This design comes from an exercise in tuning for small area and a short achievable clock period on the open sky130 flow, not from production work.
At most, simulation tests tie the RTL to the original design; equivalence was not proved.
Power is estimated from default activity; no workload was simulated.

raven:
## neuron_pe
module neuron_pe
(
	input  logic     clock,
	input  logic     reset,
	input  logic [2:0]  ctrl,
	input  logic        output_ctrl,
	input  logic [31:0] data_in,
	output logic [31:0] data_out,
	output logic     data_out_valid
);
make LEC_CHECK=0 ABC_CLOCK_PERIOD_IN_PS=3600 CAP_MARGIN=20 CORE_MARGIN=2 CORE_UTILIZATION=40 SETUP_SLACK_MARGIN=4.4 SLEW_MARGIN=20 finish   # period 8.0 ns
run.sh (not shown) runs the stock make flow with config.mk's settings and CLKGATE_MAP_FILE= SYNTH_SCRIPT=/design/flow/synth_recipe.tcl, a recipe that flattens the netlist after the stock synthesis.
Edits applied to the flow inputs when going from raven to lagoon:
Settings: ABC_CLOCK_PERIOD_IN_PS removed (was 3600).
Notes after the runs:
Comparing raven against lagoon, there is no change at all in number of cells in the finished layout apart from fillers.
As far as share of synthesized cell area in full adder, half adder and majority cells goes, raven and lagoon are indistinguishable; the numbers are identical.
Between raven and lagoon, the fmax does not differ in any meaningful way.
Going from raven to lagoon, actual slew at the worst max-slew pin flat, path length in cells of the critical path flat, number of global-route vias before repair flat.
Here is what was changed in the inputs of juniper compared with lagoon.
Settings: SETUP_SLACK_MARGIN removed (was 4.4).
## What came out
juniper did not stop at any stage, and its layout met the timing, design-rule and antenna checks. juniper vs lagoon, area growth from synthesis to layout went down by 1.9 points. As far as sequential cell count goes, lagoon and juniper are indistinguishable; the numbers are identical. juniper vs lagoon: worst setup margin down. Buffering stage count on the worst path with inverters included in juniper is 1 lower than in lagoon.

* * *

Another version of the RTL of neuron_pe (not shown whole).
For scale: roughly 2,900 cells after synthesis, about 1,000 flip-flops, roughly 71 I/O pins, ~45,000 µm² of cells after synthesis.
// neuron_pe
module neuron_pe
(
	input  logic     clock,
	input  logic     reset,
	input  logic [2:0]  ctrl,
	input  logic        output_ctrl,
	input  logic [31:0] data_in,
	output logic [31:0] data_out,
	output logic     data_out_valid
);
	neuron_pe_pkg::pe_op_t   ctrl_op;
	neuron_pe_pkg::pe_step_t step;
	neuron_pe_pkg::pe_cnt_t  cnt;
	logic [7:0]              wbyte;
	neuron_pe_pkg::pe_word_t replay;
	neuron_pe_pkg::pe_word_t acc;
	assign ctrl_op = neuron_pe_pkg::pe_op_t'(ctrl);
	assign data_out_valid = output_ctrl && (ctrl_op == neuron_pe_pkg::op_idle);
	op_sequencer i_op_sequencer (
		.clock (clock),
		.reset (reset),
		.ctrl  (ctrl_op),
		.step  (step),
		.cnt   (cnt)
	);
	weight_store i_weight_store (
		.clock   (clock),
		.reset   (reset),
		.ctrl    (ctrl_op),
		.data_in (data_in),
		.step    (step),
		.cnt     (cnt),
		.wbyte   (wbyte)
	);
	input_buffer i_input_buffer (
		.clock   (clock),
		.reset   (reset),
		.data_in (data_in),
		.step    (step),
		.replay  (replay)
	);
	mac_unit i_mac_unit (
		.clock   (clock),
		.reset   (reset),
		.data_in (data_in),
		.wbyte   (wbyte),
		.replay  (replay),
		.step    (step),
		.acc     (acc)
	);
	output_buffer i_output_buffer (
		.clock       (clock),
		.reset       (reset),
		.step        (step),
		.output_ctrl (output_ctrl),
		.acc         (acc),
		.data_out    (data_out)
	);
endmodule
Settings: LEC_CHECK=0, CAP_MARGIN=20, CORE_MARGIN=2, CORE_UTILIZATION=40, CTS_BUF_LIST=sky130_fd_sc_hd__clkbuf_4 sky130_fd_sc_hd__clkbuf_8, SETUP_SLACK_MARGIN=4.2, SLEW_MARGIN=20; clock period 8.0 ns.
Rerun with:
- CTS_BUF_LIST: sky130_fd_sc_hd__clkbuf_4 sky130_fd_sc_hd__clkbuf_8 -> sky130_fd_sc_hd__clkbuf_16
- CTS_CLUSTER_DIAMETER: default -> 50
- CTS_CLUSTER_SIZE: default -> 30
- SETUP_SLACK_MARGIN: 4.2 -> 4.5
- TNS_END_PERCENT: default -> 5
Synthesized area is unchanged; global-route usage drops by 0.23 points; design area climbs slightly; power climbs by a few percent.
Rerun with:
- CORE_UTILIZATION: 40 -> 60
- CTS_BUF_LIST: sky130_fd_sc_hd__clkbuf_16 -> default
- CTS_CLUSTER_DIAMETER: 50 -> default
- CTS_CLUSTER_SIZE: 30 -> default
- SETUP_SLACK_MARGIN: 4.5 -> 4.2
- TNS_END_PERCENT: 5 -> 10
=> Die area goes down by 33%; sequential power is about the same; worst setup slack is worse by 0.11 ns; critical path depth does not change; global-route usage goes up by 10 points.
Rerun with:
- CORE_UTILIZATION: 60 -> 40
- CTS_BUF_LIST: default -> sky130_fd_sc_hd__clkbuf_8
- CTS_CLUSTER_DIAMETER: default -> 50
- CTS_CLUSTER_SIZE: default -> 20
- TNS_END_PERCENT: 10 -> default
=> The new run completed without violations. Register-to-register slack loses 0.14 ns. Worst setup slack loses 0.013 ns. Wire length is about the same. Fmax came out lower slightly. Final cell count came out higher by roughly a tenth. Die area came out higher by well over a third. Clock-buffer cell count came out lower by 38. Synthesized cell count does not change. Worst hold slack loses 0.0059 ns. Clock power came out lower by about a fifth.
Function was not checked in any run of this note: the RTL went through the layout flow alone.

* * *

Another version of the RTL of neuron_pe (not shown whole).
Size: about 2900 cells after synthesis, ~45000 µm² of cells after synthesis.
==> flow/config.mk <==
export PLATFORM = sky130hd
export DESIGN_NAME = neuron_pe
export DESIGN_NICKNAME = neuron_pe
export VERILOG_FILES = /design/flow/design.v
export SDC_FILE = /design/flow/constraint.sdc
export NUM_CORES = 4
export LEC_CHECK = 0
export CAP_MARGIN = 0
export CORE_MARGIN = 2
export CORE_UTILIZATION = 40
export CTS_BUF_LIST = sky130_fd_sc_hd__clkbuf_8
export CTS_CLUSTER_DIAMETER = 50
export CTS_CLUSTER_SIZE = 20
export SETUP_SLACK_MARGIN = 4.5
export SLEW_MARGIN = 0
export TNS_END_PERCENT = 1
==> flow/constraint.sdc <==
create_clock -name core_clock -period 8.0 [get_ports {clock}]
set_input_delay 1.6000 -clock core_clock [delete_from_list [all_inputs] [get_ports {clock}]]
set_output_delay 1.6000 -clock core_clock [all_outputs]
set_load 0.01 [all_outputs]
standard.sh (not shown) runs the stock make flow with config.mk's settings and CLKGATE_MAP_FILE= SYNTH_SCRIPT=/design/flow/synth_recipe.tcl, a recipe that flattens the netlist after the stock synthesis.
==> flow/flow/run.sh <==
#!/bin/bash
# Layout flow: the standard layout (standard.sh, ORFS), with
# - the pins of the combinational input-to-output path placed next to each
#   other (flow/io_group.tcl, run just before ORFS places the pins);
# - plain buffers (buf_2) as the port buffers, which the resizer then sizes,
#   instead of the delay cells buffer_ports picks by default.
set -euo pipefail
here=$(pwd)
cts="-sink_clustering_enable -repair_clock_nets -sink_clustering_size 20 -sink_clustering_max_diameter 50 -buf_list sky130_fd_sc_hd__clkbuf_8 -dont_use_dummy_load"
bash standard.sh finish \
	PRE_IO_PLACEMENT_TCL="$here/flow/io_group.tcl" \
	CTS_ARGS="$cts" \
	BUFFER_PORTS_ARGS="-inputs -outputs -buffer_cell sky130_fd_sc_hd__buf_2" \
	> "$here/standard.log" 2>&1
==> flow/flow/io_group.tcl <==
# The only input-to-output path, ctrl and output_ctrl to data_out_valid,
# is purely combinational; keep its five pins next to each other so that
# their port buffers and the gate between them sit together.
set_io_pin_constraint -group -order -pin_names {ctrl[0] ctrl[1] ctrl[2] output_ctrl data_out_valid}
Then changed:
--- a/flow/flow/run.sh
+++ b/flow/flow/run.sh
@@ -5 +5 @@
-# - plain buffers (buf_2) as the port buffers, which the resizer then sizes,
+# - plain buffers (buf_1) as the port buffers, which the resizer then sizes,
@@ -13 +13 @@
-	BUFFER_PORTS_ARGS="-inputs -outputs -buffer_cell sky130_fd_sc_hd__buf_2" \
+	BUFFER_PORTS_ARGS="-inputs -outputs -buffer_cell sky130_fd_sc_hd__buf_1" \
- CAP_MARGIN: 0 -> 20
- SLEW_MARGIN: 0 -> 20
Global-route usage stays flat.
Setup slack improves by 0.0041 ns.
Flip-flop and latch count stays the same.
Cell count does not change.
Via count hardly moves.
Then changed:
==> flow/flow/run.sh (replaced) <==
#!/bin/bash
# Layout flow: the standard layout (standard.sh, ORFS), with the pins
# of the combinational input-to-output path placed next to each other
# (flow/io_group.tcl, run just before ORFS places the pins).
set -euo pipefail
here=$(pwd)
bash standard.sh finish PRE_IO_PLACEMENT_TCL="$here/flow/io_group.tcl" > "$here/standard.log" 2>&1
- CTS_CLUSTER_DIAMETER: 50 -> 40
- CTS_CLUSTER_SIZE: 20 -> 30
After rerunning: Clock power went up by 61%. Count of clock-buffer cells in the layout came out higher by 46. Sequential share of layout area fell by 2.9 points. Cell area came out higher by 4.8%. Via count grows by 2.2%. Cell count increases by 3.5%. Total power grows by 18%. Worst setup slack improves by 0.0084 ns. Area after synthesis stays the same. Sequential cell count stays the same. Register-to-register slack loses 0.09 ns.

static timing again, ports no longer ideal:
The flow's constraints put no driver on any port. The routed layouts listed below were extracted and timed again, unchanged, in two steps.
Step 1, drivers: a clkbuf_16 drives clock and a buf_2 each remaining input, both assumed.
Step 2 moves the port delays by t, midway between the first and last clock arrival at a register: inputs arrive t later, outputs are due t later. That takes back most of the time a late clock gives input paths.
Three values: ideal, step 1, step 2; two values: the first two.
| run | shift t [ns] | setup slack, ns | hold WS [ns] | latest minus earliest clock arrival (ns) | slew at the worst register clock pin (ns) |
|---|---|---|---|---|---|
| raven | 0.740 | 4.179 / 4.132 / 3.868 | 0.456 / 0.456 / 0.456 | 0.038 / 0.038 | 0.07 / 0.07 |
| lagoon | 0.740 | 4.179 / 4.132 / 3.868 | 0.456 / 0.456 / 0.456 | 0.038 / 0.038 | 0.07 / 0.07 |
| juniper | 0.730 | 2.958 / 2.950 / 2.265 | 0.463 / 0.463 / 0.463 | 0.043 / 0.043 | 0.07 / 0.07 |
| the first run of note 2 | 0.911 | 4.124 / 4.074 / 3.502 | 0.471 / 0.471 / 0.471 | 0.065 / 0.065 | 0.07 / 0.07 |
| the second run of note 2 | 0.742 | 4.172 / 4.123 / 3.615 | 0.472 / 0.472 / 0.472 | 0.059 / 0.060 | 0.09 / 0.09 |
| the third run of note 2 | 0.728 | 4.060 / 4.035 / 3.718 | 0.481 / 0.481 / 0.481 | 0.036 / 0.036 | 0.07 / 0.07 |
| the fourth run of note 2 | 0.821 | 4.047 / 4.020 / 3.429 | 0.475 / 0.475 / 0.475 | 0.062 / 0.062 | 0.12 / 0.12 |
| the first run of note 3 | 0.804 | 4.291 / 4.243 / 3.787 | 0.471 / 0.471 / 0.471 | 0.168 / 0.168 | 0.11 / 0.11 |
| the second run of note 3 | 0.789 | 4.295 / 4.257 / 3.763 | 0.455 / 0.455 / 0.455 | 0.117 / 0.117 | 0.11 / 0.11 |
| the third run of note 3 | 0.891 | 4.303 / 4.264 / 3.613 | 0.472 / 0.472 / 0.472 | 0.047 / 0.047 | 0.10 / 0.10 |
After both steps setup and hold are still met in every run listed. The setup slack of juniper, which loses most, moves by -0.008 ns with the drivers and by -0.693 ns with both steps.
